This is an optimization exercise on Yosys and OpenROAD, whose aim is small area, a short achievable clock period and few clock cycles per item, not a production implementation. Function was checked by simulation only, so behaviour that the tests miss may differ from the original. Power and IR drop assume default switching activity.

### flow/config.mk
export PLATFORM = sky130hd
export DESIGN_NAME = angle_to_cursor_calibrated_mapper_top
export DESIGN_NICKNAME = angle_to_cursor_calibrated_mapper_top
export VERILOG_FILES = /design/flow/design.v
export SDC_FILE = /design/flow/constraint.sdc
export NUM_CORES = 4
export LEC_CHECK = 0
export ABC_AREA = 1
export CAP_MARGIN = 20
export CORE_MARGIN = 2
export CORE_UTILIZATION = 40
export SETUP_SLACK_MARGIN = 5
export SLEW_MARGIN = 20
export SYNTH_HIERARCHICAL = 1
### flow/constraint.sdc
create_clock -name core_clock -period 7.5 [get_ports {clock}]
set_input_delay 1.5000 -clock core_clock [delete_from_list [all_inputs] [get_ports {clock}]]
set_output_delay 1.5000 -clock core_clock [all_outputs]
set_load 0.01 [all_outputs]
### flow/design.v
`timescale 1ns / 1ps
package acm_pkg;
   localparam int SPAN_X_RESET = 1820;
   localparam int SPAN_Y_RESET = 980;
   localparam int MARGIN_RESET = 50;
   function automatic logic [24:0] div_step(input logic [24:0] w, input logic [8:0] d);
      logic [9:0] x, y, g, p, gg, pp, g2, p2, c, t;
      logic ge;
      x = w[24:15];
      y = ~{1'b0, d};
      g = x & y;
      p = x ^ y;
      gg = g;
      pp = p;
      for (int s = 1; s < 10; s = s * 2) begin
         g2 = gg;
         p2 = pp;
         for (int i = 0; i < 10; i++) begin
            if (i >= s) begin
               g2[i] = gg[i] | (pp[i] & gg[i-s]);
               p2[i] = pp[i] & pp[i-s];
            end
         end
         gg = g2;
         pp = p2;
      end
      c[0] = 1'b1;
      for (int i = 1; i < 10; i++) c[i] = gg[i-1] | pp[i-1];
      ge = gg[9] | pp[9];
      t  = p ^ c;
      if (ge) div_step = {t[8:0], w[14:0], 1'b1};
      else    div_step = {x[8:0], w[14:0], 1'b0};
   endfunction
   function automatic logic [45:0] csa(input logic [22:0] x, input logic [22:0] y,
                                       input logic [22:0] z);
      logic [22:0] s, c;
      s = x ^ y ^ z;
      c = ((x & y) | (x & z) | (y & z)) << 1;
      csa = {s, c};
   endfunction
   function automatic logic [45:0] mul_cs(input logic [13:0] span, input logic [8:0] mag);
      logic [22:0] r0, r1, r2, r3, r4, r5, r6, r7, r8;
      logic [22:0] a0, a1, a2, a3, a4, a5, b0, b1, b2, b3, c0, c1;
      r0 = mag[0] ? (23'(span) << 0) : 23'd0;
      r1 = mag[1] ? (23'(span) << 1) : 23'd0;
      r2 = mag[2] ? (23'(span) << 2) : 23'd0;
      r3 = mag[3] ? (23'(span) << 3) : 23'd0;
      r4 = mag[4] ? (23'(span) << 4) : 23'd0;
      r5 = mag[5] ? (23'(span) << 5) : 23'd0;
      r6 = mag[6] ? (23'(span) << 6) : 23'd0;
      r7 = mag[7] ? (23'(span) << 7) : 23'd0;
      r8 = mag[8] ? (23'(span) << 8) : 23'd0;
      {a0, a1} = csa(r0, r1, r2);
      {a2, a3} = csa(r3, r4, r5);
      {a4, a5} = csa(r6, r7, r8);
      {b0, b1} = csa(a0, a1, a2);
      {b2, b3} = csa(a3, a4, a5);
      {c0, c1} = csa(b0, b1, b2);
      mul_cs = csa(c0, c1, b3);
   endfunction
   function automatic logic [8:0] half_turn(input logic [8:0] v);
      if (v < 9'd180) half_turn = v + 9'd180;
      else            half_turn = v - 9'd180;
   endfunction
endpackage
`timescale 1ns / 1ps
module acm_front (
   input  logic        clock,
   input  logic        reset,
   input  logic        adv,
   input  logic        req_valid,
   input  logic [23:0] req_data,
   input  logic [2:0]  req_kind,
   output logic        o_v,
   output logic        o_pv,
   output logic        o_sx,
   output logic        o_sy,
   output logic [1:0]  o_la,
   output logic [1:0]  o_ra,
   output logic [8:0]  o_dx,
   output logic [8:0]  o_dy,
   output logic [8:0]  o_ex,
   output logic [8:0]  o_ey
);
   logic       v0_ff;
   logic       st0_ff, isa0_ff, isb0_ff, ism0_ff;    
   logic [8:0] y0_ff, p0_ff;
   logic       lb0_ff, rb0_ff;
   logic signed [10:0] lo0_ff, hi0_ff, lo1_ff, hi1_ff;
   logic signed [10:0] yq;
   logic               ylo;
   assign yq  = $signed({2'b00, req_data[8:0]});
   assign ylo = (req_data[8:0] < 9'd180);
   always_ff @(posedge clock) begin
      if (reset) v0_ff <= 1'b0;
      else if (adv) v0_ff <= req_valid;
      if (adv) begin
         lo0_ff <= yq - 11'sd181;
         hi0_ff <= yq + 11'sd181;
         lo1_ff <= ylo ? yq - 11'sd1 : yq - 11'sd361;
         hi1_ff <= ylo ? yq + 11'sd361 : yq + 11'sd1;
         st0_ff  <= (req_kind == 3'd0);
         isa0_ff <= (req_kind == 3'd1);
         isb0_ff <= (req_kind == 3'd2);
         ism0_ff <= (req_kind == 3'd3);
         y0_ff  <= req_data[8:0];
         p0_ff  <= req_data[17:9];
         lb0_ff <= req_data[18];
         rb0_ff <= req_data[19];
      end
   end
   logic [8:0] a_ff, b_ff, ap_ff, bp_ff;
   logic       ka_ff, kb_ff, sh_ff, pl_ff, pr_ff;
   logic       v1_ff, isa1_ff, isb1_ff, ism1_ff;
   logic [8:0] t1_ff, p1_ff;
   logic [1:0] la1_ff, ra1_ff;
   logic is_a, is_b, is_m, upd;
   logic [8:0] t, a_n, b_n;
   logic wrap;
   always_comb begin
      is_a = isa0_ff;
      is_b = isb0_ff;
      is_m = ism0_ff;
      upd  = adv && v0_ff;
   end
   acm_rec u_rec (
      .y      (y0_ff),
      .lo0    (lo0_ff),
      .hi0    (hi0_ff),
      .lo1    (lo1_ff),
      .hi1    (hi1_ff),
      .a      (a_ff),
      .b      (b_ff),
      .sh     (sh_ff),
      .is_a   (is_a),
      .is_b   (is_b),
      .ka     (ka_ff),
      .kb     (kb_ff),
      .t      (t),
      .a_n    (a_n),
      .b_n    (b_n),
      .wrap   (wrap)
   );
   always_ff @(posedge clock) begin
      if (reset) begin
         ka_ff <= 1'b0;
         kb_ff <= 1'b0;
         sh_ff <= 1'b0;
         pl_ff <= 1'b0;
         pr_ff <= 1'b0;
         v1_ff <= 1'b0;
      end else if (adv) begin
         v1_ff <= v0_ff;
         if (v0_ff) begin
            if (st0_ff) begin
               ka_ff <= 1'b0;
               kb_ff <= 1'b0;
               sh_ff <= 1'b0;
            end
            if (is_a) ka_ff <= 1'b1;
            if (is_b) kb_ff <= 1'b1;
            if (is_a || is_b) sh_ff <= wrap;
            if (is_m) begin
               pl_ff <= lb0_ff;
               pr_ff <= rb0_ff;
            end
         end
      end
      if (upd && (is_a || is_b)) begin
         a_ff <= a_n;
         b_ff <= b_n;
      end
      if (upd && is_a) ap_ff <= p0_ff;
      if (upd && is_b) bp_ff <= p0_ff;
      if (adv) begin
         isa1_ff <= is_a;
         isb1_ff <= is_b;
         ism1_ff <= is_m;
         t1_ff   <= t;
         p1_ff   <= p0_ff;
         la1_ff  <= is_m ? {!lb0_ff && pl_ff, lb0_ff && !pl_ff} : 2'd0;
         ra1_ff  <= is_m ? {!rb0_ff && pr_ff, rb0_ff && !pr_ff} : 2'd0;
      end
   end
   logic       v2_ff, pv2_ff, sx2_ff, sy2_ff;
   logic [1:0] la2_ff, ra2_ff;
   logic [8:0] dx2_ff, dy2_ff, ex2_ff, ey2_ff;
   logic       pv, sx, sy;
   logic [8:0] adx, ady, aex, aey;
   acm_delta u_delta (
      .a     (a_ff),
      .b     (b_ff),
      .ap    (ap_ff),
      .bp    (bp_ff),
      .t     (t1_ff),
      .p     (p1_ff),
      .is_a  (isa1_ff),
      .is_b  (isb1_ff),
      .calc  (isa1_ff || isb1_ff || ism1_ff),
      .known (ka_ff && kb_ff),
      .pv    (pv),
      .sx    (sx),
      .sy    (sy),
      .adx   (adx),
      .ady   (ady),
      .aex   (aex),
      .aey   (aey)
   );
   always_ff @(posedge clock) begin
      if (reset) v2_ff <= 1'b0;
      else if (adv) v2_ff <= v1_ff;
      if (adv) begin
         pv2_ff <= pv;
         sx2_ff <= sx;
         sy2_ff <= sy;
         la2_ff <= la1_ff;
         ra2_ff <= ra1_ff;
         dx2_ff <= adx;
         dy2_ff <= ady;
         ex2_ff <= aex;
         ey2_ff <= aey;
      end
   end
   assign o_v  = v2_ff;
   assign o_pv = pv2_ff;
   assign o_sx = sx2_ff;
   assign o_sy = sy2_ff;
   assign o_la = la2_ff;
   assign o_ra = ra2_ff;
   assign o_dx = dx2_ff;
   assign o_dy = dy2_ff;
   assign o_ex = ex2_ff;
   assign o_ey = ey2_ff;
endmodule
module acm_rec (
   input  logic [8:0]         y,
   input  logic signed [10:0] lo0,
   input  logic signed [10:0] hi0,
   input  logic signed [10:0] lo1,
   input  logic signed [10:0] hi1,
   input  logic [8:0]         a,
   input  logic [8:0]         b,
   input  logic               sh,
   input  logic               is_a,
   input  logic               is_b,
   input  logic               ka,
   input  logic               kb,
   output logic [8:0]         t,        
   output logic [8:0]         a_n,      
   output logic [8:0]         b_n,
   output logic               wrap
);
   logic [8:0] hy, hhy, ht, ha, hb;
   logic signed [10:0] as, bs;
   logic far_a, far_b;
   always_comb begin
      hy    = acm_pkg::half_turn(y);
      hhy   = (y >= 9'd360) ? y - 9'd360 : y;
      t     = sh ? hy : y;
      ht    = sh ? hhy : hy;
      ha    = acm_pkg::half_turn(a);
      hb    = acm_pkg::half_turn(b);
      as    = $signed({2'b00, a});
      bs    = $signed({2'b00, b});
      far_a = sh ? ((lo1 >= as) || (hi1 <= as)) : ((lo0 >= as) || (hi0 <= as));
      far_b = sh ? ((lo1 >= bs) || (hi1 <= bs)) : ((lo0 >= bs) || (hi0 <= bs));
      wrap  = is_a ? (far_b && kb) : (far_a && ka);
      if (is_a) begin
         a_n = wrap ? ht : t;
         b_n = wrap ? hb : b;
      end else begin
         a_n = wrap ? ha : a;
         b_n = wrap ? ht : t;
      end
   end
endmodule
module acm_delta (
   input  logic [8:0] a,
   input  logic [8:0] b,
   input  logic [8:0] ap,
   input  logic [8:0] bp,
   input  logic [8:0] t,
   input  logic [8:0] p,
   input  logic       is_a,
   input  logic       is_b,
   input  logic       calc,
   input  logic       known,
   output logic       pv,
   output logic       sx,
   output logic       sy,
   output logic [8:0] adx,
   output logic [8:0] ady,
   output logic [8:0] aex,
   output logic [8:0] aey
);
   logic [9:0] ex_p, ex_n, dx_p, dx_n, ey_p, ey_n, dy_p, dy_n;
   logic exneg, eyneg, dxneg, dyneg;
   always_comb begin
      ex_p = {1'b0, b} - {1'b0, a};
      ex_n = {1'b0, a} - {1'b0, b};
      dx_p = {1'b0, t} - {1'b0, a};
      dx_n = {1'b0, a} - {1'b0, t};
      ey_p = {bp[8], bp} - {ap[8], ap};
      ey_n = {ap[8], ap} - {bp[8], bp};
      dy_p = {p[8], p} - {ap[8], ap};
      dy_n = {ap[8], ap} - {p[8], p};
      exneg = ex_p[9];
      eyneg = ey_p[9];
      aex = exneg ? ex_n[8:0] : ex_p[8:0];
      aey = eyneg ? ey_n[8:0] : ey_p[8:0];
      if (is_a) begin
         dxneg = 1'b0;
         adx   = 9'd0;
      end else if (is_b) begin
         dxneg = exneg;
         adx   = aex;
      end else begin
         dxneg = dx_p[9];
         adx   = dx_p[9] ? dx_n[8:0] : dx_p[8:0];
      end
      dyneg = dy_p[9];
      ady   = dy_p[9] ? dy_n[8:0] : dy_p[8:0];
      pv = calc && known && (ex_p != 10'd0) && (ey_p != 10'd0);
      sx = dxneg ^ exneg;
      sy = dyneg ^ eyneg;
   end
endmodule
`timescale 1ns / 1ps
module acm_queue (
   input  logic        clock,
   input  logic        reset,
   input  logic        push,
   input  logic [36:0] push_rsp,
   input  logic        rsp_ready,
   output logic        rsp_valid,
   output logic [36:0] rsp,
   output logic        adv
);
   logic        hv_ff, sv_ff, adv_ff;
   logic [36:0] head_ff, skid_ff;
   logic        pop, load_head;
   logic [1:0]  cnt_next;
   assign pop       = hv_ff && rsp_ready;
   assign load_head = pop || !hv_ff;
   assign cnt_next  = 2'(hv_ff) + 2'(sv_ff) + 2'(push) - 2'(pop);
   always_ff @(posedge clock) begin
      if (reset) begin
         hv_ff  <= 1'b0;
         sv_ff  <= 1'b0;
         adv_ff <= 1'b1;
      end else begin
         hv_ff  <= load_head ? (sv_ff || push) : 1'b1;
         sv_ff  <= load_head ? (sv_ff && push) : (sv_ff || push);
         adv_ff <= (cnt_next <= 2'd1);
      end
      if (load_head) head_ff <= sv_ff ? skid_ff : push_rsp;
      if (push && (sv_ff || !load_head)) skid_ff <= push_rsp;
   end
   assign rsp_valid = hv_ff;
   assign rsp       = head_ff;
   assign adv       = adv_ff;
endmodule
`timescale 1ns / 1ps
module acm_back (
   input  logic        clock,
   input  logic        reset,
   input  logic        adv,
   input  logic        i_v,
   input  logic        i_pv,
   input  logic        i_sx,
   input  logic        i_sy,
   input  logic [1:0]  i_la,
   input  logic [1:0]  i_ra,
   input  logic [8:0]  i_dx,
   input  logic [8:0]  i_dy,
   input  logic [8:0]  i_ex,
   input  logic [8:0]  i_ey,
   input  logic [13:0] span_x,
   input  logic [13:0] span_y,
   input  logic [11:0] margin_x,
   input  logic [11:0] margin_y,
   output logic        o_v,
   output logic [36:0] o_rsp       
);
   localparam int NST = 8;
   logic        vc_ff, pvc_ff, sxc_ff, syc_ff;
   logic [1:0]  lac_ff, rac_ff;
   logic [22:0] sxs_ff, sxc2_ff, sys_ff, syc2_ff;
   logic [8:0]  exc_ff, eyc_ff;
   logic [45:0] mx_cs, my_cs;
   acm_mul u_mul_x (.span(span_x), .mag(i_dx), .cs(mx_cs));
   acm_mul u_mul_y (.span(span_y), .mag(i_dy), .cs(my_cs));
   always_ff @(posedge clock) begin
      if (reset) vc_ff <= 1'b0;
      else if (adv) vc_ff <= i_v;
      if (adv) begin
         pvc_ff <= i_pv;
         sxc_ff <= i_sx;
         syc_ff <= i_sy;
         lac_ff <= i_la;
         rac_ff <= i_ra;
         {sxs_ff, sxc2_ff} <= mx_cs;
         {sys_ff, syc2_ff} <= my_cs;
         exc_ff <= i_ex;
         eyc_ff <= i_ey;
      end
   end
   logic        vm_ff, pvm_ff, sxm_ff, sym_ff;
   logic [1:0]  lam_ff, ram_ff;
   logic [22:0] nxm_ff, nym_ff;
   logic [8:0]  exm_ff, eym_ff;
   logic [22:0] nx, ny;
   logic [8:0]  ex0, ey0;
   acm_cpa u_cpa_x (.s(sxs_ff), .c(sxc2_ff), .e(exc_ff), .n(nx), .e_out(ex0));
   acm_cpa u_cpa_y (.s(sys_ff), .c(syc2_ff), .e(eyc_ff), .n(ny), .e_out(ey0));
   always_ff @(posedge clock) begin
      if (reset) vm_ff <= 1'b0;
      else if (adv) vm_ff <= vc_ff;
      if (adv) begin
         pvm_ff <= pvc_ff;
         sxm_ff <= sxc_ff;
         sym_ff <= syc_ff;
         lam_ff <= lac_ff;
         ram_ff <= rac_ff;
         nxm_ff <= nx;
         nym_ff <= ny;
         exm_ff <= ex0;
         eym_ff <= ey0;
      end
   end
   logic        v_ff  [NST];
   logic        pv_ff [NST];
   logic        sx_ff [NST];
   logic        sy_ff [NST];
   logic [1:0]  la_ff [NST];
   logic [1:0]  ra_ff [NST];
   logic [24:0] wx_ff [NST];
   logic [24:0] wy_ff [NST];
   logic [8:0]  ex_ff [NST];
   logic [8:0]  ey_ff [NST];
   logic [24:0] wx_n [NST];
   logic [24:0] wy_n [NST];
   acm_div4 u_div_x0 (.w({2'b00, nxm_ff}), .d(exm_ff), .w_out(wx_n[0]));
   acm_div4 u_div_y0 (.w({2'b00, nym_ff}), .d(eym_ff), .w_out(wy_n[0]));
   always_ff @(posedge clock) begin
      if (reset) v_ff[0] <= 1'b0;
      else if (adv) v_ff[0] <= vm_ff;
      if (adv) begin
         pv_ff[0] <= pvm_ff;
         sx_ff[0] <= sxm_ff;
         sy_ff[0] <= sym_ff;
         la_ff[0] <= lam_ff;
         ra_ff[0] <= ram_ff;
         wx_ff[0] <= wx_n[0];
         wy_ff[0] <= wy_n[0];
         ex_ff[0] <= exm_ff;
         ey_ff[0] <= eym_ff;
      end
   end
   for (genvar s = 1; s < NST; s++) begin : g_div
      acm_div4 u_div_x (.w(wx_ff[s-1]), .d(ex_ff[s-1]), .w_out(wx_n[s]));
      acm_div4 u_div_y (.w(wy_ff[s-1]), .d(ey_ff[s-1]), .w_out(wy_n[s]));
      always_ff @(posedge clock) begin
         if (reset) v_ff[s] <= 1'b0;
         else if (adv) v_ff[s] <= v_ff[s-1];
         if (adv) begin
            pv_ff[s] <= pv_ff[s-1];
            sx_ff[s] <= sx_ff[s-1];
            sy_ff[s] <= sy_ff[s-1];
            la_ff[s] <= la_ff[s-1];
            ra_ff[s] <= ra_ff[s-1];
            wx_ff[s] <= wx_n[s];
            wy_ff[s] <= wy_n[s];
            ex_ff[s] <= ex_ff[s-1];
            ey_ff[s] <= ey_ff[s-1];
         end
      end
   end
   logic pv_l;
   logic [15:0] px, py;
   acm_place u_place_x (.q(wx_ff[NST-1][15:0]), .neg(sx_ff[NST-1]), .m(margin_x), .p(px));
   acm_place u_place_y (.q(wy_ff[NST-1][15:0]), .neg(sy_ff[NST-1]), .m(margin_y), .p(py));
   assign pv_l = pv_ff[NST-1];
   assign o_v  = v_ff[NST-1];
   assign o_rsp = {pv_l, ra_ff[NST-1], la_ff[NST-1], pv_l ? py : 16'd0, pv_l ? px : 16'd0};
endmodule
module acm_mul (
   input  logic [13:0] span,
   input  logic [8:0]  mag,
   output logic [45:0] cs
);
   assign cs = acm_pkg::mul_cs(span, mag);
endmodule
module acm_cpa (
   input  logic [22:0] s,
   input  logic [22:0] c,
   input  logic [8:0]  e,
   output logic [22:0] n,
   output logic [8:0]  e_out
);
   assign n     = s + c;
   assign e_out = ({2'b00, n[22:16]} >= e) ? 9'd0 : e;
endmodule
module acm_div4 (
   input  logic [24:0] w,
   input  logic [8:0]  d,
   output logic [24:0] w_out
);
   logic [11:0] x, nd1, nd2, cs_s, cs_c, u1, u2, u3;
   logic [8:0]  r;
   logic [1:0]  q;
   always_comb begin
      x    = {1'b0, w[24:14]};
      nd1  = ~{3'b000, d};
      nd2  = ~{2'b00, d, 1'b0};
      cs_s = x ^ nd1 ^ nd2;
      cs_c = {(x[10:0] & nd1[10:0]) | (x[10:0] & nd2[10:0]) | (nd1[10:0] & nd2[10:0]), 1'b0};
      u1   = x + nd1 + 12'd1;
      u2   = x + nd2 + 12'd1;
      u3   = cs_s + cs_c + 12'd2;
      if (!u3[11])      begin q = 2'd3; r = u3[8:0]; end
      else if (!u2[11]) begin q = 2'd2; r = u2[8:0]; end
      else if (!u1[11]) begin q = 2'd1; r = u1[8:0]; end
      else              begin q = 2'd0; r = x[8:0];  end
      w_out = {r, w[13:0], q};
   end
endmodule
module acm_place (
   input  logic [15:0] q,
   input  logic        neg,
   input  logic [11:0] m,
   output logic [15:0] p
);
   logic [17:0] s;
   always_comb begin
      if (!neg) begin
         s = {2'b00, q} + {6'd0, m};
         p = (s > 18'd32767) ? 16'h7fff : s[15:0];
      end else begin
         s = {6'd0, m} - {2'b00, q};
         p = ($signed(s) < -18'sd32768) ? 16'h8000 : s[15:0];
      end
   end
endmodule
`timescale 1ns / 1ps
module angle_to_cursor_calibrated_mapper_top (
   input  logic        clock,
   input  logic        reset,
   input  logic        req_tvalid,
   output logic        req_tready,
   input  logic [23:0] req_tdata,    
   input  logic [2:0]  req_tuser,    
   output logic        rsp_tvalid,
   input  logic        rsp_tready,
   output logic [39:0] rsp_tdata,    
   output logic [0:0]  rsp_tuser,    
   input  logic        csr_we,
   input  logic [1:0]  csr_index,
   input  logic [13:0] csr_wdata
);
   logic [13:0] span_x_ff, span_y_ff;
   logic [11:0] margin_x_ff, margin_y_ff;
   always_ff @(posedge clock) begin
      if (reset) begin
         span_x_ff   <= 14'(acm_pkg::SPAN_X_RESET);
         span_y_ff   <= 14'(acm_pkg::SPAN_Y_RESET);
         margin_x_ff <= 12'(acm_pkg::MARGIN_RESET);
         margin_y_ff <= 12'(acm_pkg::MARGIN_RESET);
      end else if (csr_we) begin
         case (csr_index)
            2'd0: span_x_ff   <= csr_wdata;
            2'd1: span_y_ff   <= csr_wdata;
            2'd2: margin_x_ff <= csr_wdata[11:0];
            default: margin_y_ff <= csr_wdata[11:0];
         endcase
      end
   end
   logic        adv;
   logic        f_v, f_pv, f_sx, f_sy;
   logic [1:0]  f_la, f_ra;
   logic [8:0]  f_dx, f_dy, f_ex, f_ey;
   logic        b_v;
   logic [36:0] b_rsp, q_rsp;
   acm_front u_front (
      .clock     (clock),
      .reset     (reset),
      .adv       (adv),
      .req_valid (req_tvalid),
      .req_data  (req_tdata),
      .req_kind  (req_tuser),
      .o_v       (f_v),
      .o_pv      (f_pv),
      .o_sx      (f_sx),
      .o_sy      (f_sy),
      .o_la      (f_la),
      .o_ra      (f_ra),
      .o_dx      (f_dx),
      .o_dy      (f_dy),
      .o_ex      (f_ex),
      .o_ey      (f_ey)
   );
   acm_back u_back (
      .clock    (clock),
      .reset    (reset),
      .adv      (adv),
      .i_v      (f_v),
      .i_pv     (f_pv),
      .i_sx     (f_sx),
      .i_sy     (f_sy),
      .i_la     (f_la),
      .i_ra     (f_ra),
      .i_dx     (f_dx),
      .i_dy     (f_dy),
      .i_ex     (f_ex),
      .i_ey     (f_ey),
      .span_x   (span_x_ff),
      .span_y   (span_y_ff),
      .margin_x (margin_x_ff),
      .margin_y (margin_y_ff),
      .o_v      (b_v),
      .o_rsp    (b_rsp)
   );
   acm_queue u_queue (
      .clock     (clock),
      .reset     (reset),
      .push      (adv && b_v),
      .push_rsp  (b_rsp),
      .rsp_ready (rsp_tready),
      .rsp_valid (rsp_tvalid),
      .rsp       (q_rsp),
      .adv       (adv)
   );
   assign req_tready = adv;
   assign rsp_tdata  = {4'b0000, q_rsp[35:0]};
   assign rsp_tuser  = q_rsp[36];
endmodule
### flow/run.sh
#!/bin/bash
# synth_recipe.tcl (not shown) runs the flow's synth.tcl, then flattens the netlist and writes it again
# the make line also repeats each setting of config.mk as NAME=value (left out here)
make -C /OpenROAD-flow-scripts/flow DESIGN_CONFIG=/design/flow/config.mk WORK_HOME=/design/flow/orfs CLKGATE_MAP_FILE= SYNTH_SCRIPT=/design/flow/synth_recipe.tcl finish
==> results of run 1 <==
## layout make-up
cell class,instances,area [um^2],area share (%)
repair buffers,764,6730,6.14
clock buffers,140,3100,2.83
inverters,2230,8500,7.75
multi-input cells,7214,55400,50.5
well taps,2975,3720,3.39
flip-flops and latches,1062,31200,28.5
clock inverters,90,1040,0.944
diodes,1,2.50,0.00228
## power by group through the flow
stage                     clock, mW  sequential, mW  combinational [mW]
after detailed placement          0            10.1                22.7
after floorplan                   0            9.54                19.0
after global placement            0            10.1                22.1
after CTS                      6.28            9.83                29.5
after global routing           6.50            10.0                38.0
final                          6.10            9.87                34.1
## layout by cell type (no fill, tap or decap), drive strengths merged, types with 3 or more instances in the layout
cell / count
nand2: 3179
inv: 2198
edfxtp: 989
ha: 913
nor2: 861
nand3: 753
buf: 721
fa: 356
a21oi: 350
xor2: 234
nand4: 180
clkbuf: 146
o21ai: 111
clkinv: 85
dfxtp: 73
nand3b: 58
nor3: 45
conb: 32
clkdlybuf4s50: 31
o21bai: 28
a21o: 25
xnor2: 23
clkinvlp: 23
or2: 20
bufinv: 14
and2: 9
o21a: 8
o211ai: 6
a211oi: 5
a31oi: 4
and3: 3
dlymetal6s2s: 3
## through the flow
stage | power (mW) | std cells
final | 50.1 | 14476
after global routing | 54.5 | 14476
after CTS | 45.6 | 14250
after detailed placement | 32.8 | 13558
after global placement | 32.2 | 13558
after floorplan | 28.5 | 10897
## flip-flops by register name, indices dropped and copies added (netlist names), 10 cells and up
signal,flops
u_back.ra_ff,16
u_back.la_ff,16
margin_x_ff,12
u_queue.skid_ff,37
u_back.ex_ff,63
u_back.sys_ff,23
span_y_ff,14
span_x_ff,14
u_back.ey_ff,63
u_back.sxc2_ff,23
u_back.sxs_ff,23
u_back.nym_ff,23
u_front.lo0_ff,10
u_back.wy_ff,191
u_queue.head_ff,37
u_back.nxm_ff,23
margin_y_ff,12
u_back.wx_ff,191
u_back.syc2_ff,23
## what timing repair did
item / CTS / global route
gates resized for setup: 1394 / 1013
endpoints found under the setup margin: 880 / 710
setup buffers: 430 / 223
cloned: 32 / 2
pin swaps: 706 / 690
## worst max path at each step
stage                     depth (start not counted)  slack (ns)                          end                        start
after floorplan                                   2       -0.82    u_front.a_ff[0]$_DFFE_PP_    u_queue.adv_ff$_SDFF_PP1_
after global placement                           13        3.12  u_front.lo1_ff[7]$_DFFE_PP_                 req_tdata[7]
final                                             9        4.47  u_back.sxs_ff[13]$_DFFE_PP_  u_front.dx2_ff[8]$_DFFE_PP_
after detailed placement                         13        3.07  u_front.lo1_ff[7]$_DFFE_PP_                 req_tdata[7]
after CTS                                         1        4.39                   req_tready    u_queue.adv_ff$_SDFF_PP1_
after global routing                             10        4.39  u_back.sys_ff[11]$_DFFE_PP_  u_front.dy2_ff[8]$_DFFE_PP_
## metal layers
metal	track usage, %	vias up	routed length (um)
met4	5.70	0	6220
met5	0	-	0
met2	33.0	1148	109000
met3	2.09	325	7560
met1	25.1	32946	100000
li1	-	35006	-
==> results.tsv, run 1 <==
metric	value	unit
status	complete, no violations	
share of cells above drive strength 1	26.7	%
CTS root buf	clkbuf_16	
GPL Wtd Cong	0.895	
Fin Setup TNS	0	ns
Total Wirelength	223000	um
Initial DRC Count	3888	
crit path kind	flop to flop	
GRT Util Overall	19.1	%
leakage	53.6	nW
CP cell instances	buf_6, nand2_2, inv_2, fa_1, inv_2, fa_1, fa_1, inv_1, fa_2	
crit share post-route	40.5	%
family with the most delay on the worst path	adder cells	
normalized max-slew margin	33.0	%
PD cells	457	nW/um^2
Hold Crit Start	u_back.sy_ff[0]$_DFFE_PP_	
RR Startpoint	u_front.dx2_ff[8]$_DFFE_PP_	
Worst-Margin Slew	1.00	ns
Hold-fix buffers, CTS	0	
crit path buf inv count	4	
critical path's slowest cell	fa_1	
CTS sink count	1062	
final hold violation count	0	
Max Slew Vio Count	0	
initial antenna violation count	3	
synthesized cell area	89100	um^2
Syn. warnings	37	
Period minus WS final	3.03	ns
most used cell along the critical path	fa_1	
length of the first detailed-routing pass in iterations	6	
clock tree buffer depth	3	
cts bufs inserted	121	
routed via count	69425	
Flop pwr share	19.7	%
CP Launch Type	flop	
worst path required time	8.04	ns
clk_skew	0.0658	ns
Crit Reg-Reg Endpoint	u_back.sxs_ff[13]$_DFFE_PP_	
hold path depth	0	
Syn Inst Count	10870	
Fmax achieved	330	MHz
Worst R2R Path Depth	9	
Die Area	227000	um^2
Clock Power Share	12.2	%
vias in the first global route	68673	
WHS Endpoint	u_back.sy_ff[1]$_DFFE_PP_	
P_sw	22.9	mW
dpl hpwl	158000	um
htree depth	3	
WL/cell	15.4	um
Starting Density	40.2	%
Worst EP arrival	3.57	ns
Reg clk slew, reported paths	0.06	ns
Site Rows	173	
placed instance area	90800	um^2
switching share of power	45.8	%
RSZ-0062 raised after global routing	yes	
Gate power share	68.1	%
die width	476	um
largest fanout on the critical path	5	
Nets	12710	
peak supply drop	0.000277	V
FILL cells	20459	
Detail Route Antenna Nets	0	
crit end category	flop	
drt drc	0	
Vias/cell	4.80	
Hold Path Class	flop to flop	
clock latency (worst-skew pair)	0.80	ns
pre-CTS setup slack	3.07	ns
# port buffers	82	
I/O Pins	91	
Final Setup Violations	0	
first-pass GRT wire length	353000	um
fin util	49.4	%
grt ovf	0	
maximum number of pins on one net before global-route repair	113	
CP max stage delay	0.54	ns
Core Box Area	222000	um^2
die height	476	um
Max Cap Violations	0	
Worst Setup Slack, final	4.47	ns
TritonCTS clock tree	done	
Fin Hold WS	0.384	ns
cell internal pwr	27.2	mW
syn avg cell area	8.20	um^2
worst reg-to-reg setup slack	4.47	ns
area growth from synthesis to layout	23.1	%
fin area	110000	um^2
Testbench counts, summed over its fixed seeds: cycles 2,512, items 2,400.
==> inputs of run 2 (changes only) <==
--- a/flow/config.mk
+++ b/flow/config.mk
@@ -11,3 +11,3 @@
 export CORE_UTILIZATION = 40
-export SETUP_SLACK_MARGIN = 5
+export SETUP_SLACK_MARGIN = 4.6
 export SLEW_MARGIN = 20
==> results.tsv, run 2 <==
metric	value	unit	change
status	complete, no violations		unchanged
share of cells above drive strength 1	18.7	%	was 26.7%
Period minus WS final	3.05	ns	was 3.03 ns
worst path required time	8.02	ns	was 8.04 ns
crit path buf inv count	4		unchanged
Reg area	31200	um^2	about the same
maximum number of pins on one net before global-route repair	157		was 113
# port buffers	82		unchanged
clock tree buffer depth	3		unchanged
synthesized cell area	89100	um^2	unchanged
first-pass GRT wire length	335000	um	was 353,000 um
Fin Setup TNS	0	ns	unchanged
Power Total	46.1	mW	was 50.1 mW
hold path depth	0		unchanged
syn avg cell area	8.20	um^2	unchanged
WL met1	96100	um	was 100,000 um
crit path kind	flop to flop		unchanged
CP max stage delay	0.55	ns	was 0.54 ns
GPL Wtd Cong	0.908		was 0.895
CTS sink count	1062		unchanged
critical path's slowest cell	fa_2		was fa_1
cell internal pwr	25.2	mW	was 27.2 mW
Total Wirelength	212000	um	was 223,000 um
dpl hpwl	157000	um	was 158,000 um
DR WL met3	7230	um	was 7560 um
Starting Density	40.2	%	unchanged
Crit Reg-Reg Endpoint	u_back.sys_ff[8]$_DFFE_PP_		was u_back.sxs_ff[13]$_DFFE_PP_
Post-Place Cells	13558		unchanged
Fmax achieved	327	MHz	was 330 MHz
TritonCTS clock tree	done		unchanged
Hold-fix buffers, CTS	0		unchanged
Finished Layout Cells	14247		was 14,476
CTS root buf	clkbuf_16		unchanged
I/O Pins	91		unchanged
Initial DRC Count	3606		was 3,888
initial antenna violation count	2		was 3
Max Cap Violations	0		unchanged
crit end category	flop		unchanged
CP Launch Type	flop		unchanged
htree depth	4		was 3
grt ovf	0		unchanged
final hold violation count	0		unchanged
Clock Power Share	14.4	%	was 12.2%
switching share of power	45.3	%	was 45.8%
worst reg-to-reg setup slack	4.45	ns	was 4.47 ns
Max Slew Vio Count	0		unchanged
clock latency (worst-skew pair)	0.79	ns	was 0.80 ns
Worst-Margin Slew	1.02	ns	was 1.00 ns
Largest regs	u_back.wx_ff x191, u_back.wy_ff x191		unchanged
most used cell along the critical path	buf_6		was fa_1
Hold Path Class	flop to flop		unchanged
die height	476	um	unchanged
Syn. warnings	37		unchanged
die width	476	um	unchanged
clk_skew	0.0367	ns	was 0.0658 ns
commonest non-fill, non-tap cell in the layout	nand2_1		unchanged
most frequent cells in the layout	2,779 x nand2_1, 1,975 x inv_1, 989 x edfxtp_1		was 2,545 x nand2_1, 1,843 x inv_1, 989 x edfxtp_1
WL/cell	14.9	um	was 15.4 um
RR Startpoint	u_front.dy2_ff[3]$_DFFE_PP_		was u_front.dx2_ff[8]$_DFFE_PP_
Final Setup Violations	0		unchanged
Detail Route Antenna Nets	0		unchanged
drt drc	0		unchanged
Die Area	227000	um^2	unchanged
RSZ-0062 raised after global routing	yes		unchanged
Gate power share	64.1	%	was 68.1%
Worst R2R Path Depth	9		unchanged
normalized max-slew margin	31.8	%	was 33.0%
Core Box Area	222000	um^2	unchanged
routed via count	67871		was 69,425
P_sw	20.9	mW	was 22.9 mW
Reg clk slew, reported paths	0.07	ns	was 0.06 ns
Nets	12478		was 12,710
Worst path depth	9		unchanged
GRT Util Overall	18.1	%	was 19.1%
Vias/cell	4.76		was 4.80
Syn Inst Count	10870		unchanged
largest fanout on the critical path	5		unchanged
family with the most delay on the worst path	adder cells		unchanged
area growth from synthesis to layout	16.6	%	was 23.1%
leakage	51.9	nW	was 53.6 nW
CP cell instances	buf_6, buf_6, buf_6, nand2_2, fa_1, fa_2, fa_1, inv_1, fa_2		was buf_6, nand2_2, inv_2, fa_1, inv_2, fa_1, fa_1, inv_1, fa_2
Worst EP arrival	3.57	ns	about the same
wire length on met2	103000	um	was 109,000 um
crit share post-route	40.7	%	was 40.5%
peak supply drop	0.000269	V	was 0.000277 V
length of the first detailed-routing pass in iterations	6		unchanged
WHS Endpoint	u_back.pvm_ff$_DFFE_PP_		was u_back.sy_ff[1]$_DFFE_PP_
Site Rows	173		unchanged
Hold Crit Start	u_back.pvc_ff$_DFFE_PP_		was u_back.sy_ff[0]$_DFFE_PP_
top sig layer	met4		unchanged
area of the multi-input gates	51500	um^2	was 55,400 um^2
Flop pwr share	21.4	%	was 19.7%
FILL cells	21045		was 20,459
PD cells	444	nW/um^2	was 457 nW/um^2
vias in the first global route	66249		was 68,673
cts bufs inserted	133		was 121
## run 2: layout make-up
type	instances	share of cell area, %
multi-input cells	7205	49.5
clock buffers	150	3.27
diodes	2	0.00482
repair buffers	529	4.27
inverters	2230	8.17
flip-flops and latches	1062	30.0
well taps	2975	3.58
clock inverters	94	1.16
## run 2: layer usage
metal  global-route usage [%]  vias to the layer above
met5                        0                        -
li1                         -                    34507
met2                     31.4                     1067
met1                     23.6                    31972
met3                     2.28                      325
met4                     5.21                        0
## run 2: power groups by stage
stage                     Clock, mW  Combinational [mW]  Sequential, mW
final                          6.66                29.6            9.89
after global routing           7.08                33.4            10.1
after CTS                      6.87                24.8            9.83
after detailed placement          0                22.7            10.1
after global placement            0                22.1            10.1
after floorplan                   0                19.0            9.54
## run 2: worst max-delay path by stage
| stage | startpoint | to |
|---|---|---|
| floorplan | u_queue.adv_ff$_SDFF_PP1_ | u_front.a_ff[0]$_DFFE_PP_ |
| global placement | req_tdata[7] | u_front.lo1_ff[7]$_DFFE_PP_ |
| detailed placement | req_tdata[7] | u_front.hi1_ff[8]$_DFFE_PP_ |
| CTS | u_queue.adv_ff$_SDFF_PP1_ | req_tready |
| global route | u_front.dy2_ff[8]$_DFFE_PP_ | u_back.sys_ff[15]$_DFFE_PP_ |
| finish | u_front.dy2_ff[3]$_DFFE_PP_ | u_back.sys_ff[8]$_DFFE_PP_ |
## run 2: stage by stage
step                      setup WS [ns]  hold WS (ns)  cell area (um^2)  util, %
after floorplan                  -0.821         0.400             89400        -
after global placement             3.15         0.402             90800     40.9
after detailed placement           3.14         0.405             90800     40.9
after CTS                          4.38         0.381             98200     44.3
after global routing               4.37         0.407            104000     46.8
final                              4.45         0.384            104000     46.8
## run 2: timing repair
action	in CTS	in global routing
setup endpoints to repair	525	615
resized for setup	451	831
pin swaps	89	397
cloned	12	7
setup buffers	211	213
==> inputs of run 3 (changes only) <==
--- a/flow/config.mk
+++ b/flow/config.mk
@@ -11,3 +11,3 @@
 export CORE_UTILIZATION = 40
-export SETUP_SLACK_MARGIN = 4.6
+export SETUP_SLACK_MARGIN = 4.4
 export SLEW_MARGIN = 20
==> results.tsv, run 3 <==
metric	value	unit	change
status	complete, no violations		unchanged
Max Slew Vio Count	0		unchanged
die width	476	um	unchanged
synthesized cell area	89100	um^2	unchanged
Syn. warnings	37		unchanged
cts bufs inserted	121		was 133
WHS Endpoint	u_back.sym_ff$_DFFE_PP_		was u_back.pvm_ff$_DFFE_PP_
GRT Util Overall	17.6	%	was 18.1%
Vias/cell	4.73		was 4.76
Largest regs	u_back.wx_ff x191, u_back.wy_ff x191		unchanged
die height	476	um	unchanged
Reg area	31200	um^2	about the same
GPL Wtd Cong	0.893		was 0.908
CTS sink count	1062		unchanged
crit end category	flop		unchanged
Flop pwr share	24.3	%	was 21.4%
fin util	44.0	%	was 46.8%
CTS root buf	clkbuf_16		unchanged
leakage	50.5	nW	was 51.9 nW
syn avg cell area	8.20	um^2	unchanged
share of cells above drive strength 1	10.3	%	was 18.7%
Worst R2R Path Depth	8		was 9
Fmax achieved	325	MHz	was 327 MHz
vias in the first global route	64762		was 66,249
initial antenna violation count	3		was 2
crit share post-route	41.0	%	was 40.7%
worst path required time	8.01	ns	was 8.02 ns
crit path buf inv count	3		was 4
# port buffers	82		unchanged
Reg clk slew, reported paths	0.06	ns	was 0.07 ns
largest fanout on the critical path	6		was 5
Initial DRC Count	3512		was 3,606
final hold violation count	0		unchanged
peak supply drop	0.000238	V	was 0.000269 V
first-pass GRT wire length	327000	um	was 335,000 um
CP max stage delay	0.55	ns	about the same
maximum number of pins on one net before global-route repair	166		was 157
Max Cap Violations	0		unchanged
RR Startpoint	u_front.dx2_ff[4]$_DFFE_PP_		was u_front.dy2_ff[3]$_DFFE_PP_
Starting Density	40.2	%	unchanged
Total Wirelength	202000	um	was 212,000 um
I/O Pins	91		unchanged
Crit Reg-Reg Endpoint	u_back.sxs_ff[15]$_DFFE_PP_		was u_back.sys_ff[8]$_DFFE_PP_
met2 track demand over resource	30.1	%	was 31.4%
length of the first detailed-routing pass in iterations	6		unchanged
area of the multi-input gates	47500	um^2	was 51,500 um^2
Nets	12224		was 12,478
routed via count	66164		was 67,871
cell internal pwr	22.0	mW	was 25.2 mW
Hold Path Class	flop to flop		unchanged
critical path's slowest cell	fa_1		was fa_2
most used cell along the critical path	fa_1		was buf_6
Detail Route Antenna Nets	0		unchanged
Hold-fix buffers, CTS	0		unchanged
Gate power share	60.3	%	was 64.1%
P_sw	18.5	mW	was 20.9 mW
Worst-Margin Slew	1.08	ns	was 1.02 ns
met3 GRT Util	1.96	%	was 2.28%
most frequent cells in the layout	2,944 x nand2_1, 2,109 x inv_1, 989 x edfxtp_1		was 2,779 x nand2_1, 1,975 x inv_1, 989 x edfxtp_1
Site Rows	173		unchanged
Final Setup Violations	0		unchanged
htree depth	3		was 4
GR peak layer	met2		unchanged
CP cell instances	buf_12, buf_4, nand2_1, fa_1, fa_1, fa_1, inv_1, fa_1		was buf_6, buf_6, buf_6, nand2_2, fa_1, fa_2, fa_1, inv_1, fa_2
met1 usage in global routing	23.7	%	was 23.6%
hold path depth	0		unchanged
Hold Crit Start	u_back.syc_ff$_DFFE_PP_		was u_back.pvc_ff$_DFFE_PP_
PD cells	415	nW/um^2	was 444 nW/um^2
WL/cell	14.4	um	was 14.9 um
family with the most delay on the worst path	adder cells		unchanged
Fin Setup TNS	0	ns	unchanged
Core Box Area	222000	um^2	unchanged
drt drc	0		unchanged
CP Launch Type	flop		unchanged
commonest non-fill, non-tap cell in the layout	nand2_1		unchanged
Syn Inst Count	10870		unchanged
normalized max-slew margin	28.3	%	was 31.8%
FILL cells	21819		was 21,045
clock tree buffer depth	3		unchanged
RSZ-0062 raised after global routing	yes		unchanged
area growth from synthesis to layout	9.56	%	was 16.6%
clock latency (worst-skew pair)	0.79	ns	about the same
Worst EP arrival	3.58	ns	was 3.57 ns
Clock Power Share	15.3	%	was 14.4%
Period minus WS final	3.07	ns	was 3.05 ns
dpl hpwl	157000	um	about the same
worst reg-to-reg setup slack	4.43	ns	was 4.45 ns
TritonCTS clock tree	done		unchanged
clk_skew	0.0687	ns	was 0.0367 ns
switching share of power	45.8	%	was 45.3%
crit path kind	flop to flop		unchanged
Die Area	227000	um^2	unchanged
grt ovf	0		unchanged
run 3: routing by layer:
metal  vias to the layer above  part of all wire, %
li1                      33960                    -
met4                         0                  2.3
met2                       988                   48
met1                     30963                   47
met3                       253                  3.3
met5                         -                    0
run 3: area by class of cell:
cell class / count / share of cell area [%]
flip-flops and latches: 1062 / 32.0
repair buffers: 295 / 2.60
diodes: 1 / 0.00256
inverters: 2230 / 8.67
well taps: 2975 / 3.81
clock buffers: 134 / 3.17
multi-input cells: 7197 / 48.6
clock inverters: 97 / 1.16
run 3: power groups by stage:
stage	Combinational [mW]	Clock [mW]	Sequential, mW
2_1_floorplan	19.0	0	9.54
3_3_place_gp	22.2	0	10.1
3_5_place_dp	22.7	0	10.1
4_1_cts	23.0	6.43	9.90
5_1_grt	28.2	6.64	10.0
6_report	24.5	6.22	9.87
run 3: timing repair:
item                                    in CTS  in global routing
gates cloned                                 0                  8
pin swaps                                    0                 53
endpoints found under the setup margin     124                416
resized for setup                           72                235
setup buffers                               50                137
run 3: how the worst max path moves through the flow:
stage,from,endpoint,slack [ns],cells past startpoint
after global placement,req_tdata[7],u_front.hi1_ff[7]$_DFFE_PP_,2.86,13
after detailed placement,req_tdata[7],u_front.hi1_ff[8]$_DFFE_PP_,2.89,12
after CTS,u_queue.adv_ff$_SDFF_PP1_,u_back.ey_ff[2][7]$_DFFE_PP_,4.37,4
after floorplan,u_queue.adv_ff$_SDFF_PP1_,u_front.a_ff[0]$_DFFE_PP_,-0.82,2
after global routing,u_back.ey_ff[1][4]$_DFFE_PP_,u_back.wy_ff[2][24]$_DFFE_PP_,4.35,13
final,u_front.dx2_ff[4]$_DFFE_PP_,u_back.sxs_ff[15]$_DFFE_PP_,4.43,8
run 3: through the flow:
step | std cells | power, mW | setup WS (ns) | area (um^2) | hold WS (ns)
CTS | 13845 | 39.4 | 4.37 | 95500 | 0.374
global route | 13991 | 44.9 | 4.35 | 97600 | 0.373
global placement | 13564 | 32.3 | 2.86 | 90800 | 0.402
finish | 13991 | 40.5 | 4.43 | 97600 | 0.367
detailed placement | 13564 | 32.8 | 2.89 | 90800 | 0.405
floorplan | 10897 | 28.5 | -0.821 | 89300 | 0.400
==> inputs of run 4 (changes only) <==
--- a/flow/config.mk
+++ b/flow/config.mk
@@ -11,3 +11,4 @@
 export CORE_UTILIZATION = 40
-export SETUP_SLACK_MARGIN = 4.4
+export CTS_BUF_LIST = sky130_fd_sc_hd__clkbuf_8
+export SETUP_SLACK_MARGIN = 4.3
 export SLEW_MARGIN = 20
==> results.tsv, run 4 <==
metric	value	unit	change
CTS root buf	clkbuf_8		was clkbuf_16
clock latency (worst-skew pair)	0.93	ns	was 0.79 ns
Largest regs	u_back.wx_ff x191, u_back.wy_ff x191		unchanged
Syn. warnings	37		unchanged
leakage	50.0	nW	was 50.5 nW
CP Launch Type	flop		unchanged
Max Cap Violations	0		unchanged
peak supply drop	0.000252	V	was 0.000238 V
Period minus WS final	3.09	ns	was 3.07 ns
Reg clk slew, reported paths	0.06	ns	about the same
normalized max-slew margin	35.8	%	was 28.3%
Nets	12170		was 12,224
Final Setup Violations	0		unchanged
share of cells above drive strength 1	8.31	%	was 10.3%
die width	476	um	unchanged
Max Slew Vio Count	0		unchanged
GRT Util Overall	17.7	%	was 17.6%
hold path depth	0		unchanged
area growth from synthesis to layout	7.26	%	was 9.56%
Finished Layout Cells	13994		was 13,991
crit path kind	flop to flop		unchanged
FILL cells	21932		was 21,819
CTS sink count	1062		unchanged
I/O Pins	91		unchanged
WL/cell	14.3	um	was 14.4 um
Vias/cell	4.71		was 4.73
area of the multi-input gates	46600	um^2	was 47,500 um^2
crit end category	flop		unchanged
clk_skew	0.0688	ns	was 0.0687 ns
maximum number of pins on one net before global-route repair	138		was 166
worst reg-to-reg setup slack	4.41	ns	was 4.43 ns
Syn Inst Count	10870		unchanged
dpl hpwl	158000	um	was 157,000 um
first-pass GRT wire length	329000	um	was 327,000 um
routed via count	65849		was 66,164
status	complete, no violations		unchanged
Initial DRC Count	3461		was 3,512
Post-Place Cells	13565		was 13,564
Hold Crit Start	u_back.wx_ff[1][4]$_DFFE_PP_		was u_back.syc_ff$_DFFE_PP_
GPL Wtd Cong	0.913		was 0.893
drt drc	0		unchanged
Crit Reg-Reg Endpoint	u_back.sxs_ff[8]$_DFFE_PP_		was u_back.sxs_ff[15]$_DFFE_PP_
length of the first detailed-routing pass in iterations	8		was 6
Core Box Area	222000	um^2	unchanged
htree depth	4		was 3
Fin Hold WS	0.388	ns	was 0.367 ns
worst path required time	8.16	ns	was 8.01 ns
synthesized cell area	89100	um^2	unchanged
grt ovf	0		unchanged
Fin Setup TNS	0	ns	unchanged
cts bufs inserted	188		was 121
Detail Route Antenna Nets	0		unchanged
clock tree buffer depth	3		unchanged
most frequent cells in the layout	2,960 x nand2_1, 2,190 x inv_1, 989 x edfxtp_1		was 2,944 x nand2_1, 2,109 x inv_1, 989 x edfxtp_1
Die Area	227000	um^2	unchanged
Total Wirelength	200000	um	was 202,000 um
Hold-fix buffers, CTS	0		unchanged
RR Startpoint	span_x_ff[5]$_SDFFE_PP0P_		was u_front.dx2_ff[4]$_DFFE_PP_
Worst R2R Path Depth	6		was 8
Reg area	31200	um^2	about the same
Hold Path Class	flop to flop		unchanged
Fmax achieved	324	MHz	was 325 MHz
pre-CTS setup slack	2.89	ns	about the same
syn avg cell area	8.20	um^2	unchanged
Worst Setup Slack, final	4.41	ns	was 4.43 ns
WHS Endpoint	u_back.wx_ff[2][6]$_DFFE_PP_		was u_back.sym_ff$_DFFE_PP_
commonest non-fill, non-tap cell in the layout	nand2_1		unchanged
Starting Density	40.2	%	unchanged
PD cells	404	nW/um^2	was 415 nW/um^2
initial antenna violation count	3		unchanged
RSZ-0062 raised after global routing	yes		unchanged
Worst EP arrival	3.75	ns	was 3.58 ns
# port buffers	82		unchanged
largest fanout on the critical path	10		was 6
crit share post-route	41.1	%	was 41.0%
vias in the first global route	65547		was 64,762
die height	476	um	unchanged
TritonCTS clock tree	done		unchanged
Worst-Margin Slew	0.961	ns	was 1.08 ns
Site Rows	173		unchanged
final hold violation count	0		unchanged
[run 4: worst max path at each step]
stage / endpoint / start / slack [ns]
2_1_floorplan: u_front.a_ff[0]$_DFFE_PP_ / u_queue.adv_ff$_SDFF_PP1_ / -0.82
6_report: u_back.sxs_ff[8]$_DFFE_PP_ / span_x_ff[5]$_SDFFE_PP0P_ / 4.41
5_1_grt: u_back.wx_ff[2][16]$_DFFE_PP_ / u_back.wx_ff[1][21]$_DFFE_PP_ / 4.29
3_5_place_dp: u_front.hi1_ff[8]$_DFFE_PP_ / req_tdata[7] / 2.89
3_3_place_gp: u_front.hi1_ff[8]$_DFFE_PP_ / req_tdata[7] / 2.87
4_1_cts: req_tready / u_queue.adv_ff$_SDFF_PP1_ / 4.19
[run 4: per-stage QoR]
step / area [um^2] / utilization [%] / power (mW)
after global placement: 90700 / 40.9 / 32.2
after floorplan: 89200 / - / 28.5
final: 95600 / 43.1 / 38.6
after CTS: 95000 / 42.8 / 38.9
after global routing: 95600 / 43.1 / 43.1
after detailed placement: 90700 / 40.9 / 32.8
[run 4: layer usage]
layer  global-route usage [%]  routed length (um)  vias up
met5                        0                   0        -
met4                     5.49                5030        0
met3                     2.37                7640      285
met2                     30.1               94700     1074
met1                     23.3               92300    30622
li1                         -                   -    33868
[run 4: power by group]
| part | total (mW) | switching [mW] | internal (mW) |
|---|---|---|---|
| Combinational | 23.1 | 14.4 | 8.73 |
| Sequential | 9.86 | 1.07 | 8.79 |
| Clock | 5.69 | 2.55 | 3.14 |
[run 4: what timing repair did]
action                     in CTS  in global routing
resized for setup              94                 74
setup buffers                  38                 34
pin swaps                       0                  4
hold endpoints to repair        0                  0
setup endpoints to repair     278                379
cloned                          0                  1
[run 4: worst max-delay path, stage by stage (launching register included)]
cell and delay, ns:
dfxtp_1 0.58, nand2_1 0.15, fa_1 0.56, fa_1 0.44, fa_1 0.56, inv_1 0.06
fa_1 0.47
[run 4: layout make-up]
type	instances	share of cell area [%]
Timing Repair Buffer	179	1.70
Sequential cell	1062	32.6
Clock inverter	155	1.35
Clock buffer	195	2.81
Inverter	2230	8.85
Multi-Input combinational cell	7192	48.8
Antenna cell	6	0.0157
Tap cell	2975	3.89
==> inputs of run 5 (changes only) <==
--- a/flow/config.mk
+++ b/flow/config.mk
@@ -11,3 +11,3 @@
 export CORE_UTILIZATION = 40
-export CTS_BUF_LIST = sky130_fd_sc_hd__clkbuf_8
+export PLACE_DENSITY = 0.72
 export SETUP_SLACK_MARGIN = 4.3
==> results.tsv, run 5 <==
metric	value	unit	change
status	complete, no violations		unchanged
Vias/cell	4.69		was 4.71
Starting Density	40.2	%	unchanged
Period minus WS final	3.11	ns	was 3.09 ns
CP max stage delay	0.53	ns	was 0.58 ns
commonest non-fill, non-tap cell in the layout	nand2_1		unchanged
Syn. warnings	37		unchanged
worst setup path startpoint	u_queue.head_ff[25]$_DFFE_PN_		was span_x_ff[5]$_SDFFE_PP0P_
clock latency (worst-skew pair)	0.78	ns	was 0.93 ns
Worst-Margin Slew	1.07	ns	was 0.961 ns
htree depth	3		was 4
WL/cell	13.5	um	was 14.3 um
GRT Util Overall	16.4	%	was 17.7%
routed via count	64901		was 65,849
first-pass GRT wire length	308000	um	was 329,000 um
synthesized cell area	89100	um^2	unchanged
Worst Setup Slack, final	4.39	ns	was 4.41 ns
Die Area	227000	um^2	unchanged
maximum number of pins on one net before global-route repair	173		was 138
Core Box Area	222000	um^2	unchanged
Nets	12085		was 12,170
Total Wirelength	187000	um	was 200,000 um
Reg clk slew, reported paths	0.06	ns	about the same
Final Setup Violations	0		unchanged
Worst EP arrival	1.61	ns	was 3.75 ns
top sig layer	met4		unchanged
fin util	43.0	%	was 43.1%
TritonCTS clock tree	done		unchanged
crit path buf inv count	1		unchanged
die width	476	um	unchanged
Initial DRC Count	4128		was 3,461
length of the first detailed-routing pass in iterations	5		was 8
family with the most delay on the worst path	buffers and inverters		was adder cells
WL met1	86200	um	was 92,300 um
drt drc	0		unchanged
largest fanout on the critical path	1		was 10
Max Cap Violations	0		unchanged
share of cells above drive strength 1	7.46	%	was 8.31%
most frequent cells in the layout	2,965 x nand2_1, 2,135 x inv_1, 989 x edfxtp_1		was 2,960 x nand2_1, 2,190 x inv_1, 989 x edfxtp_1
grt ovf	0		unchanged
RSZ-0062 raised after global routing	no		was yes
Power Total	38.5	mW	was 38.6 mW
final hold violation count	0		unchanged
Fin Setup TNS	0	ns	unchanged
placed instance area	90700	um^2	about the same
fin area	95500	um^2	was 95,600 um^2
die height	476	um	unchanged
leakage	49.8	nW	was 50.0 nW
DR WL met3	7470	um	was 7640 um
crit path kind	flop to output pin		was flop to flop
crit share post-route	41.4	%	was 41.1%
clock tree buffer depth	3		unchanged
Site Rows	173		unchanged
Detail Route Antenna Nets	0		unchanged
CTS root buf	clkbuf_16		was clkbuf_8
CTS sink count	1062		unchanged
Largest regs	u_back.wx_ff x191, u_back.wy_ff x191		unchanged
dpl hpwl	146000	um	was 158,000 um
CP Launch Type	flop		unchanged
initial antenna violation count	3		unchanged
GPL Wtd Cong	0.908		was 0.913
worst reg-to-reg setup slack	4.40	ns	was 4.41 ns
clk_skew	0.0663	ns	was 0.0688 ns
RR Startpoint	span_y_ff[12]$_SDFFE_PP0P_		was span_x_ff[5]$_SDFFE_PP0P_
PD cells	404	nW/um^2	about the same
crit end category	output pin		was flop
normalized max-slew margin	28.6	%	was 35.8%
Max Slew Vio Count	0		unchanged
Fmax achieved	322	MHz	was 324 MHz
CP cell instances	clkdlybuf4s50_1		was nand2_1, fa_1, fa_1, fa_1, inv_1, fa_1
I/O Pins	91		unchanged
cts bufs inserted	114		was 188
pre-CTS setup slack	2.99	ns	was 2.89 ns
Syn Inst Count	10870		unchanged
vias in the first global route	62403		was 65,547
area growth from synthesis to layout	7.13	%	was 7.26%
Hold Crit Start	u_back.wy_ff[0][12]$_DFFE_PP_		was u_back.wx_ff[1][4]$_DFFE_PP_
peak supply drop	0.000251	V	was 0.000252 V
# port buffers	82		unchanged
wire length on met2	88300	um	was 94,700 um
Hold Path Class	flop to flop		unchanged
syn avg cell area	8.20	um^2	unchanged
worst path required time	6.00	ns	was 8.16 ns
critical path's slowest cell	clkdlybuf4s50_1		was dfxtp_1
-- run 5: power by group --
part / switching [mW] / internal [mW] / total [mW] / leakage, nW
registers: 1.07 / 8.78 / 9.85 / 11.2
clock network: 2.52 / 3.48 / 6.00 / 1.93
logic: 14.0 / 8.65 / 22.7 / 36.7
-- run 5: final timing paths --
path,end,cells after the start
min,u_back.wy_ff[1][14]$_DFFE_PP_,0
max,rsp_tdata[25],1
max reg2reg,u_back.sys_ff[12]$_DFFE_PP_,6
min reg2reg,u_back.wy_ff[1][14]$_DFFE_PP_,0
-- run 5: stage by stage --
step	hold WS [ns]	std cells
after floorplan	0.400	10897
after global placement	0.401	13557
after detailed placement	0.405	13557
after CTS	0.377	13791
after global routing	0.386	13843
final	0.385	13846
-- run 5: repair_timing --
action,4_1_cts,5_1_grt
setup buffers,19,51
hold buffers,0,0
resized for setup,41,59
setup endpoints to repair,80,162
pin swaps,0,2
-- run 5: metal layers --
metal | track usage [%] | up-vias
li1 | - | 33670
met2 | 27.9 | 1145
met3 | 1.88 | 255
met4 | 5.00 | 0
met5 | 0 | -
met1 | 21.9 | 29831
-- run 5: layout make-up --
class / instances / area, um^2
diodes: 4 / 10.0
clock buffers: 129 / 2910
clock inverters: 86 / 1120
fillers: 21647 / 126000
inverters: 2230 / 8460
multi-input cells: 7191 / 46500
flip-flops and latches: 1062 / 31200
well taps: 2975 / 3720
repair buffers: 169 / 1560
-- run 5: worst reg2reg max path, cell delays in order (launching register included) --
cell	delay, ns
dfxtp_1	0.60
nand2_1	0.15
fa_1	0.52
fa_1	0.52
fa_1	0.54
inv_1	0.05
fa_1	0.46
==> inputs of run 6 (changes only) <==
--- a/flow/config.mk
+++ b/flow/config.mk
@@ -11,3 +11,2 @@
 export CORE_UTILIZATION = 40
-export PLACE_DENSITY = 0.72
 export SETUP_SLACK_MARGIN = 4.3
==> results.tsv, run 6 <==
metric	value	unit	change
final hold violation count	0		unchanged
met1 usage in global routing	23.4	%	was 21.9%
WL/cell	14.4	um	was 13.5 um
Worst R2R Path Depth	6		unchanged
cts bufs inserted	130		was 114
CP max stage delay	0.53	ns	about the same
Reg clk slew, reported paths	0.06	ns	about the same
Worst-Margin Slew	0.955	ns	was 1.07 ns
Power Total	39.3	mW	was 38.5 mW
length of the first detailed-routing pass in iterations	8		was 5
routed via count	65546		was 64,901
CP cell instances	clkdlybuf4s50_1		unchanged
Final Setup Violations	0		unchanged
Syn. warnings	37		unchanged
crit path kind	flop to output pin		unchanged
grt ovf	0		unchanged
Worst path depth	1		unchanged
TritonCTS clock tree	done		unchanged
commonest non-fill, non-tap cell in the layout	nand2_1		unchanged
Largest regs	u_back.wx_ff x191, u_back.wy_ff x191		unchanged
clock tree buffer depth	3		unchanged
I/O Pins	91		unchanged
crit path buf inv count	1		unchanged
dpl hpwl	158000	um	was 146,000 um
worst setup path startpoint	u_queue.head_ff[18]$_DFFE_PN_		was u_queue.head_ff[25]$_DFFE_PN_
drt drc	0		unchanged
Worst EP arrival	1.62	ns	was 1.61 ns
fin util	43.2	%	was 43.0%
leakage	50.1	nW	was 49.8 nW
most frequent cells in the layout	2,962 x nand2_1, 2,132 x inv_1, 989 x edfxtp_1		was 2,965 x nand2_1, 2,135 x inv_1, 989 x edfxtp_1
die width	476	um	unchanged
Max Cap Violations	0		unchanged
family with the most delay on the worst path	buffers and inverters		unchanged
first-pass GRT wire length	328000	um	was 308,000 um
RSZ-0062 raised after global routing	yes		was no
RR Startpoint	span_x_ff[5]$_SDFFE_PP0P_		was span_y_ff[12]$_SDFFE_PP0P_
Core Box Area	222000	um^2	unchanged
Starting Density	40.2	%	unchanged
share of cells above drive strength 1	7.79	%	was 7.46%
htree depth	4		was 3
GR peak layer	met2		unchanged
CTS sink count	1062		unchanged
peak supply drop	0.000279	V	was 0.000251 V
clk_skew	0.0396	ns	was 0.0663 ns
Crit Reg-Reg Endpoint	u_back.sxs_ff[8]$_DFFE_PP_		was u_back.sys_ff[12]$_DFFE_PP_
Worst Setup Slack, final	4.38	ns	was 4.39 ns
PD cells	410	nW/um^2	was 404 nW/um^2
status	complete, no violations		unchanged
Period minus WS final	3.12	ns	was 3.11 ns
# port buffers	82		unchanged
worst path required time	6.00	ns	about the same
die height	476	um	unchanged
hold path depth	0		unchanged
pre-CTS setup slack	2.89	ns	was 2.99 ns
initial antenna violation count	2		was 3
clock latency (worst-skew pair)	0.77	ns	was 0.78 ns
Nets	12116		was 12,085
Syn Inst Count	10870		unchanged
normalized max-slew margin	36.3	%	was 28.6%
GPL Wtd Cong	0.913		was 0.908
FILL cells	21838		was 21,647
largest fanout on the critical path	1		unchanged
GRT Util Overall	17.7	%	was 16.4%
crit end category	output pin		unchanged
critical path's slowest cell	clkdlybuf4s50_1		unchanged
Total Wirelength	199000	um	was 187,000 um
Vias/cell	4.72		was 4.69
syn avg cell area	8.20	um^2	unchanged
Fmax achieved	321	MHz	was 322 MHz
worst reg-to-reg setup slack	4.41	ns	was 4.40 ns
met2 track demand over resource	30.1	%	was 27.9%
Site Rows	173		unchanged
maximum number of pins on one net before global-route repair	138		was 173
crit share post-route	41.5	%	was 41.4%
Initial DRC Count	3474		was 4,128
area growth from synthesis to layout	7.61	%	was 7.13%
met3 GRT Util	2.15	%	was 1.88%
Hold Path Class	flop to flop		unchanged
synthesized cell area	89100	um^2	unchanged
Max Slew Vio Count	0		unchanged
vias in the first global route	65047		was 62,403
CTS root buf	clkbuf_16		unchanged
Die Area	227000	um^2	unchanged
CP Launch Type	flop		unchanged
Worst Setup EP	rsp_tdata[18]		was rsp_tdata[25]
Detail Route Antenna Nets	0		unchanged
[run 6: metrics by stage]
stage                     TNS [ns]  area, um^2  hold WS (ns)  std cells
after floorplan             -42.01       89200         0.400      10897
after global placement           0       90700         0.400      13565
after detailed placement         0       90700         0.405      13565
after CTS                        0       95300         0.404      13831
after global routing             0       95900         0.408      13876
final                            0       95900         0.401      13876
[run 6: cell type report]
cell class	count	area, um^2	area share (%)
sequential	1062	31200	32.5
tap	2975	3720	3.88
timing repair buffer	184	1630	1.70
antenna	1	2.50	0.00261
clock inverter	83	913	0.952
multi-input combinational	7191	46600	48.5
inverter	2230	8460	8.82
clock buffer	150	3430	3.58
[run 6: timing repair]
action                                 in CTS  in global routing
setup endpoints to repair                 241                388
hold buffers                                0                  0
endpoints found under the hold margin       0                  0
pin swaps                                   0                  2
resized for setup                          48                 66
buffers inserted                           33                 44
[run 6: layer usage]
layer	wire length (um)	vias up
met5	0	-
met4	5880	0
met3	7110	305
met2	94100	1062
met1	92200	30474
li1	-	33705
[run 6: where the power goes]
part           switching [mW]  total (mW)  internal [mW]
clock                    2.59        6.38           3.79
sequential               1.08        9.87           8.79
combinational            14.3        23.0           8.70
[run 6: worst min-delay path by stage]
stage / start / to / slack [ns]
final: u_back.pvm_ff$_DFFE_PP_ / u_back.pv_ff[0]$_DFFE_PP_ / 0.40
after global routing: u_back.pvm_ff$_DFFE_PP_ / u_back.pv_ff[0]$_DFFE_PP_ / 0.41
after CTS: u_back.pvm_ff$_DFFE_PP_ / u_back.pv_ff[0]$_DFFE_PP_ / 0.40
after detailed placement: u_front.ex2_ff[4]$_DFFE_PP_ / u_back.exc_ff[4]$_DFFE_PP_ / 0.40
after global placement: u_back.la_ff[6][1]$_DFFE_PP_ / u_back.la_ff[7][1]$_DFFE_PP_ / 0.40
after floorplan: u_front.ex2_ff[0]$_DFFE_PP_ / u_back.exc_ff[0]$_DFFE_PP_ / 0.40

static timing again, ports no longer ideal:
In the flow no input, the clock included, has a driving cell. The finished layouts below were timed again as built, in two steps.
Step 1, drivers: a clkbuf_16 drives clock and a buf_2 each remaining input, both assumed.
Step 2 adds t to the input delays and takes it off the output delays; t is the mean of the earliest and latest rising clock arrival at the registers after step 1. Input paths then give back, and output paths get back, about the clock's delay inside the block.
Slacks: no drivers / after step 1 / after step 2; pairs: no drivers / after step 1.
run | shift t [ns] | slack for setup (ns) | worst setup path at the end | slew at the worst register clock pin (ns) | cell pins on the clock port's net
run 1 | 0.859 | 4.465 / 4.415 / 4.237 | input to register | 0.07 / 0.07 | 1
run 2 | 0.867 | 4.445 / 4.427 / 3.869 | input to register | 0.07 / 0.07 | 1
run 3 | 0.825 | 4.426 / 4.426 / 3.661 | input to register | 0.07 / 0.07 | 1
run 4 | 0.970 | 4.414 / 4.360 / 3.580 | input to register | 0.07 / 0.07 | 1
run 5 | 0.850 | 4.393 / 4.298 / 3.664 | input to register | 0.07 / 0.07 | 1
run 6 | 0.827 | 4.384 / 4.311 / 3.637 | input to register | 0.06 / 0.06 | 1
After both steps every run listed still meets setup and hold. For run 4, which loses most, drivers alone change the setup slack by -0.054 ns; drivers and shift together by -0.834 ns.
